This design comes from an exercise in tuning for small area and a short achievable clock period on the open sky130 flow, not from production work.
The RTL was checked by simulation tests, not by an equivalence proof against the original design.
Power and IR drop assume default switching activity.

File: design.v
module portalChannelFifo #(
    parameter int WIDTH = 32,
    parameter int DEPTH = 8
) (
    input  logic             CLK,
    input  logic             RST_N,
    input  logic [WIDTH-1:0] enqData,
    input  logic             enq,
    input  logic             deq,
    output logic [WIDTH-1:0] first,
    output logic             notEmpty,
    output logic             notFull
);
    localparam int AW = $clog2(DEPTH);
    localparam logic [AW:0] FULL = (AW+1)'(DEPTH);
    logic [WIDTH-1:0] mem [DEPTH];
    logic [AW-1:0]    rdPtr, wrPtr;
    logic [AW:0]      count;
    logic             doEnq, doDeq;
    assign notFull  = (count != FULL);
    assign notEmpty = (count != '0);
    assign doEnq    = enq && notFull;
    assign doDeq    = deq && notEmpty;
    assign first    = mem[rdPtr];
    always_ff @(posedge CLK) begin
        if (doEnq) mem[wrPtr] <= enqData;
    end
    always_ff @(posedge CLK or negedge RST_N) begin
        if (!RST_N) begin
            rdPtr <= '0;
            wrPtr <= '0;
            count <= '0;
        end else begin
            if (doEnq) wrPtr <= wrPtr + 1'b1;
            if (doDeq) rdPtr <= rdPtr + 1'b1;
            case ({doEnq, doDeq})
                2'b10:   count <= count + 1'b1;
                2'b01:   count <= count - 1'b1;
                default: count <= count;
            endcase
        end
    end
endmodule
module portal_channel_mux #(
    parameter int WIDTH = 32,
    parameter int NREQ  = 3,
    parameter int NIND  = 2,
    parameter int DEPTH = 8,
    parameter int SELW  = 2
) (
    input  logic                  CLK,
    input  logic                  RST_N,
    input  logic [WIDTH-1:0]      request_v,
    input  logic                  EN_request,
    input  logic [SELW-1:0]       select_request,
    output logic                  RDY_request,
    output logic                  request_not_full,
    output logic [WIDTH-1:0]      indication_data,
    input  logic                  EN_indication,
    input  logic [SELW-1:0]       select_indication,
    output logic                  RDY_indication,
    output logic                  indication_not_empty,
    input  logic [NIND-1:0]       ind_intr_mask,
    output logic [31:0]           ind_intr_channel,
    output logic [15:0]           drop_count,
    output logic [NREQ*WIDTH-1:0] req_first,
    output logic [NREQ-1:0]       req_valid,
    input  logic [NREQ-1:0]       req_deq,
    input  logic [NIND*WIDTH-1:0] ind_enq_v,
    input  logic [NIND-1:0]       ind_enq,
    output logic [NIND-1:0]       ind_not_full
);
    logic [NREQ-1:0][WIDTH-1:0] reqFirst;
    logic [NREQ-1:0]            reqNotEmpty, reqNotFull, reqEnq;
    logic [NIND-1:0][WIDTH-1:0] indFirst;
    logic [NIND-1:0]            indNotEmpty, indNotFull, indDeq;
    logic             reqSelHit, reqSelNotFull, reqDrop;
    logic             indSelNotEmpty, indDrop;
    logic [WIDTH-1:0] indSelData;
    logic [15:0]      dropCount;
    logic [31:0]      intrChannel, intrNext;
    for (genvar i = 0; i < NREQ; i++) begin : gReq
        portalChannelFifo #(.WIDTH(WIDTH), .DEPTH(DEPTH)) uFifo (
            .CLK      (CLK),
            .RST_N    (RST_N),
            .enqData  (request_v),
            .enq      (reqEnq[i]),
            .deq      (req_deq[i]),
            .first    (reqFirst[i]),
            .notEmpty (reqNotEmpty[i]),
            .notFull  (reqNotFull[i])
        );
    end
    for (genvar i = 0; i < NIND; i++) begin : gInd
        portalChannelFifo #(.WIDTH(WIDTH), .DEPTH(DEPTH)) uFifo (
            .CLK      (CLK),
            .RST_N    (RST_N),
            .enqData  (ind_enq_v[i*WIDTH +: WIDTH]),
            .enq      (ind_enq[i]),
            .deq      (indDeq[i]),
            .first    (indFirst[i]),
            .notEmpty (indNotEmpty[i]),
            .notFull  (indNotFull[i])
        );
    end
    assign req_first    = reqFirst;
    assign req_valid    = reqNotEmpty;
    assign ind_not_full = indNotFull;
    always_comb begin
        reqSelHit     = 1'b0;
        reqSelNotFull = 1'b0;
        reqEnq        = '0;
        for (int i = 0; i < NREQ; i++) begin
            if (select_request == SELW'(i)) begin
                reqSelHit     = 1'b1;
                reqSelNotFull = reqNotFull[i];
                reqEnq[i]     = EN_request;
            end
        end
    end
    assign RDY_request      = reqSelHit ? reqSelNotFull : 1'b1;
    assign request_not_full = reqSelHit && reqSelNotFull;
    assign reqDrop          = EN_request && !(reqSelHit && reqSelNotFull);
    always_comb begin
        indSelNotEmpty = 1'b0;
        indSelData     = '0;
        indDeq         = '0;
        for (int i = 0; i < NIND; i++) begin
            if (select_indication == SELW'(i)) begin
                indSelNotEmpty = indNotEmpty[i];
                indSelData     = indFirst[i];
                indDeq[i]      = EN_indication;
            end
        end
    end
    assign indication_data      = indSelData;
    assign RDY_indication       = indSelNotEmpty;
    assign indication_not_empty = indSelNotEmpty;
    assign indDrop              = EN_indication && !indSelNotEmpty;
    always_ff @(posedge CLK or negedge RST_N) begin
        if (!RST_N)
            dropCount <= '0;
        else if ((reqDrop || indDrop) && (dropCount != 16'hFFFF))
            dropCount <= dropCount + 16'd1;
    end
    assign drop_count = dropCount;
    always_comb begin
        intrNext = '0;
        for (int i = NIND - 1; i >= 0; i--) begin
            if (indNotEmpty[i] && ind_intr_mask[i]) intrNext = 32'(i + 1);
        end
    end
    always_ff @(posedge CLK or negedge RST_N) begin
        if (!RST_N) intrChannel <= '0;
        else        intrChannel <= intrNext;
    end
    assign ind_intr_channel = intrChannel;
endmodule
File: run.sh
#!/bin/bash
# synth_recipe.tcl (not shown) runs the flow's synth.tcl, then flattens the netlist and writes it again
# the make line also repeats each setting of config.mk as NAME=value (left out here)
make -C /OpenROAD-flow-scripts/flow DESIGN_CONFIG=/design/flow/config.mk WORK_HOME=/design/flow/orfs CLKGATE_MAP_FILE= SYNTH_SCRIPT=/design/flow/synth_recipe.tcl finish
File: config.mk
export PLATFORM = sky130hd
export DESIGN_NAME = portal_channel_mux
export DESIGN_NICKNAME = portal_channel_mux
export VERILOG_FILES = /design/flow/design.v
export SDC_FILE = /design/flow/constraint.sdc
export NUM_CORES = 4
export LEC_CHECK = 0
export CAP_MARGIN = 20
export CORE_MARGIN = 2
export CORE_UTILIZATION = 40
export PLACE_DENSITY = 0.6
export SETUP_SLACK_MARGIN = 1.0
export SLEW_MARGIN = 20
File: constraint.sdc
create_clock -name core_clock -period 4.2 [get_ports {CLK}]
set_input_delay 0.8400 -clock core_clock [delete_from_list [all_inputs] [get_ports {CLK}]]
set_output_delay 0.8400 -clock core_clock [all_outputs]
set_load 0.01 [all_outputs]
==> reports/results.tsv <==
metric	value	unit
Max-slew headroom	26.2	%
Routed WL	124	mm
ys flop type	edfxtp_1	
R2R depth	10	
Synth area leader	edfxtp_1	
synth-to-layout area growth	26.5	%
Die X	366	microns
PD cells	702	nW/um^2
Die Area	134000	sq um
Pre-Repair DR Iteration Count	5	
Routed Antenna Nets	0	
sequential share of the synthesized area	76.8	%
Via density	5.30	
status	complete, no violations	
CP Class	reg2out	
H-tree Lvls	4	
Clock Latency Late Sink	0.77	ns
fin crit share	86.5	%
hold_ws	0.215	ns
Async S/R FF share, synth	5.04	%
YS warnings	2	
worst r2r dst	gReq[0].uFifo.count[3]$_DFFE_PN0P_	
Port Buffer Count	265	
Via Count	25300	
post-synth top area share	73.5	%
final non-filler cell total	4765	
post-synthesis register bit count	1348	
clock root buffer	clkbuf_16	
global-route wire length before repair	178	mm
Site Rows	132	
layout cell share with drive strength beyond 1	39.4	%
synth top area cells	edfxtp_1, mux4_2, dfrtp_1	
initial core utilization	40.3	%
final period demand of the worst path	3.63	ns
reg-to-reg startpoint	gReq[0].uFifo.count[2]$_DFFE_PN0P_	
CTS Hold Buffers Added	0	
num ports	296	
Clock Sinks	1348	
wire per inst	26.1	microns
Max Cap Violations	0	
hold crit path type	in2async	
Clock transition at path regs	0.06	ns
Bufs on Longest Clock Path	3	
Post-Place Cells	4323	
reg2reg setup slack	1.39	ns
count of final setup violators	0	
Setup Total Neg Slack	0	ns
CTS tree	done	
DP Wirelength	70.4	mm
Peak VDD IR	0.000452	V
crit-path max FO	7	
DRT iter0 DRCs	2367	
drt drc	0	
Mean Syn Cell Area	22.3	sq um
critical path data required time	3.36	ns
grt ovf	0	
unrepaired setup endpoints after global routing	yes	
clock buffer count from CTS	143	
Mapped Area	52300	sq um
vias in the first global route	26200	
WP data arrival	2.79	ns
Final Hold Violating Endpoints	0	
slack of the critical path	0.567	ns
Fmax	275	MHz
Least-Margin Pin Slew	1.10	ns
largest net degree at the start of global routing	69	
initial antenna violation count	17	
Crit. End Element	primary output	
Post-synth EDFFs	1280	
core area	130000	sq um
Gate Count Post-Synth	2346	
Die H	366	microns
Critical Path Start Type	flip-flop	
Max Clock Skew	0.0300	ns
Layout fillers	10100	
Yosys cell types	47	
GP Congestion	0.757	
GRT Resource Usage Total	18.5	%
layout net count	3039	
Leak	22.0	nW
Final Max Tran Viols	0	
pre-CTS setup slack	0.382	ns
critical path, cell delays in order, from the launching register on:
cell and delay, ns:
dfrtp_4 0.45, buf_12 0.15, buf_16 0.16, buf_12 0.14, mux4_2 0.48, nor2b_1 0.15, a211oi_2 0.21, a211oi_2 0.08
buf_2 0.19
power breakdown:
part           switching, mW  internal, mW  total [mW]
clock                   5.17          7.25        12.4
sequential             0.962          16.1        17.1
combinational           7.54          9.36        16.9
total                   13.7          32.8        46.4
flip-flops by register name, indices dropped and copies added (netlist names):
register	count
gInd.uFifo.mem	512
gInd.uFifo.wrPtr	6
gInd.uFifo.count	8
gReq.uFifo.rdPtr	9
gReq.uFifo.count	12
gReq.uFifo.mem	768
gInd.uFifo.rdPtr	6
gReq.uFifo.wrPtr	9
dropCount	16
intrChannel	2
metal layers:
metal  up-vias  global-route usage [%]  wire, microns
met3       172                    4.18           7800
met5         -                       0             67
met4        10                    5.66           2910
met2       667                    31.9          64200
met1     13500                    23.4          49400
li1      10900                       -              -
per-stage QoR:
step	utilization (%)	power [mW]	instance area, sq um
after global routing	51.0	48.4	66100
after CTS	50.1	45.6	65000
after global placement	44.6	30.0	57900
after floorplan	-	24.7	52500
final	51.0	46.4	66100
after detailed placement	44.6	30.2	57900
synth_stat cells (2+ instances only):
master,n
a21oi_1,8
mux4_2,320
mux2i_1,34
or4_4,2
nor2_1,34
buf_4,36
mux2_2,109
or2_2,2
xnor2_1,25
a211oi_1,64
inv_1,17
nand3_1,6
nor3b_1,3
nand2_1,50
nor3_1,20
or4_1,3
fa_1,2
dfrtp_1,68
edfxtp_1,1280
nor4b_1,5
and2_1,3
nor4_1,8
clkbuf_1,69
ha_1,26
nand2b_1,13
buf_2,29
nand4_1,8
nor2b_1,35
o21ai_0,2
and3_1,4
o31ai_1,2
a21o_1,4
o211ai_1,2
o22ai_1,2
xor2_1,30
buf_1,10
worst max path at each step:
stage / slack (ns) / from / depth (start not counted) / to
after global placement: 0.37 / gInd[0].uFifo.rdPtr[0]$_DFFE_PN0P_ / 7 / indication_data[8]
after CTS: 0.53 / gInd[0].uFifo.rdPtr[0]$_DFFE_PN0P_ / 8 / indication_data[19]
after floorplan: 0.95 / select_request[0] / 5 / gReq[2].uFifo.mem[6][0]$_DFFE_PP_
after global routing: 0.47 / gInd[0].uFifo.rdPtr[0]$_DFFE_PN0P_ / 8 / indication_data[24]
final: 0.57 / gInd[0].uFifo.rdPtr[0]$_DFFE_PN0P_ / 8 / indication_data[25]
after detailed placement: 0.38 / gInd[0].uFifo.rdPtr[0]$_DFFE_PN0P_ / 7 / indication_data[8]
what timing repair did:
item / in CTS / in global routing
pin swaps: 48 / 32
setup endpoints to repair: 135 / 135
setup buffers: 89 / 59
resized for setup: 662 / 305
cloned: 19 / 7
final cells by class:
cell class	instances	area, sq um	area share, %
diodes	8	20.0	0.0303
clock buffers	182	3790	5.73
clock inverters	78	885	1.34
inverters	17	63.8	0.0965
multi-input cells	865	12900	19.6
flip-flops and latches	1348	40200	60.8
well taps	1742	2180	3.30
repair buffers	525	6080	9.19
cells in the final DEF (no fill, tap or decap), types with 18 or more instances in the layout:
master / Yosys / final
a211oi_2: 0 / 46
buf_12: 0 / 47
buf_16: 0 / 31
buf_2: 29 / 30
buf_4: 36 / 120
buf_6: 1 / 116
clkbuf_1: 69 / 35
clkbuf_16: 0 / 152
clkbuf_2: 0 / 20
clkdlybuf4s50_1: 0 / 129
clkinv_1: 0 / 28
clkinv_2: 0 / 18
conb_1: 1 / 30
dfrtp_1: 68 / 50
edfxtp_1: 1280 / 1280
ha_1: 26 / 26
mux2_2: 109 / 39
mux2_4: 0 / 70
mux2i_4: 0 / 20
mux4_2: 320 / 320
nand2_1: 50 / 50
nor2_4: 0 / 22
nor2b_1: 35 / 23
xnor2_1: 25 / 25
xor2_1: 30 / 30
kinds of logic (layout without fill, tap and decap cells):
group | count (synthesis) | in the layout | synth area share, %
DFF | 1348 | 1348 | 76.8
muxes | 463 | 463 | 16.8
and+or+nand+nor | 200 | 200 | 2.02
buffers and inverters | 162 | 802 | 1.51
AOI/OAI and AO/OA | 89 | 89 | 1.31
xor gates and xnor gates | 55 | 55 | 0.921
adders and majority gates | 28 | 28 | 0.699
other | 1 | 38 | 0.00717

[afterwards: timing with drivers on the ports]
The flow's constraints put no driver on any port. The routed layout listed below was extracted and timed again, unchanged, in two steps.
Step 1 (the two cells are an assumption about what drives the block):
set clk [get_ports {CLK}]
set_driving_cell -lib_cell sky130_fd_sc_hd__clkbuf_16 $clk
set_driving_cell -lib_cell sky130_fd_sc_hd__buf_2 [delete_from_list [all_inputs] $clk]
Step 2 moves the port delays by t, midway between the first and last clock arrival at a register: inputs arrive t later, outputs are due t later. That takes back most of the time a late clock gives input paths.
Three values: ideal, step 1, step 2; two values: the first two.
t (ns): 0.817
setup WS [ns]: 0.567 / 0.504 / 0.574
cell pins on the clock port's net: 1
After both steps this run still meets setup and hold. The setup slack of this run moves by -0.063 ns with the drivers and by +0.007 ns with both steps.
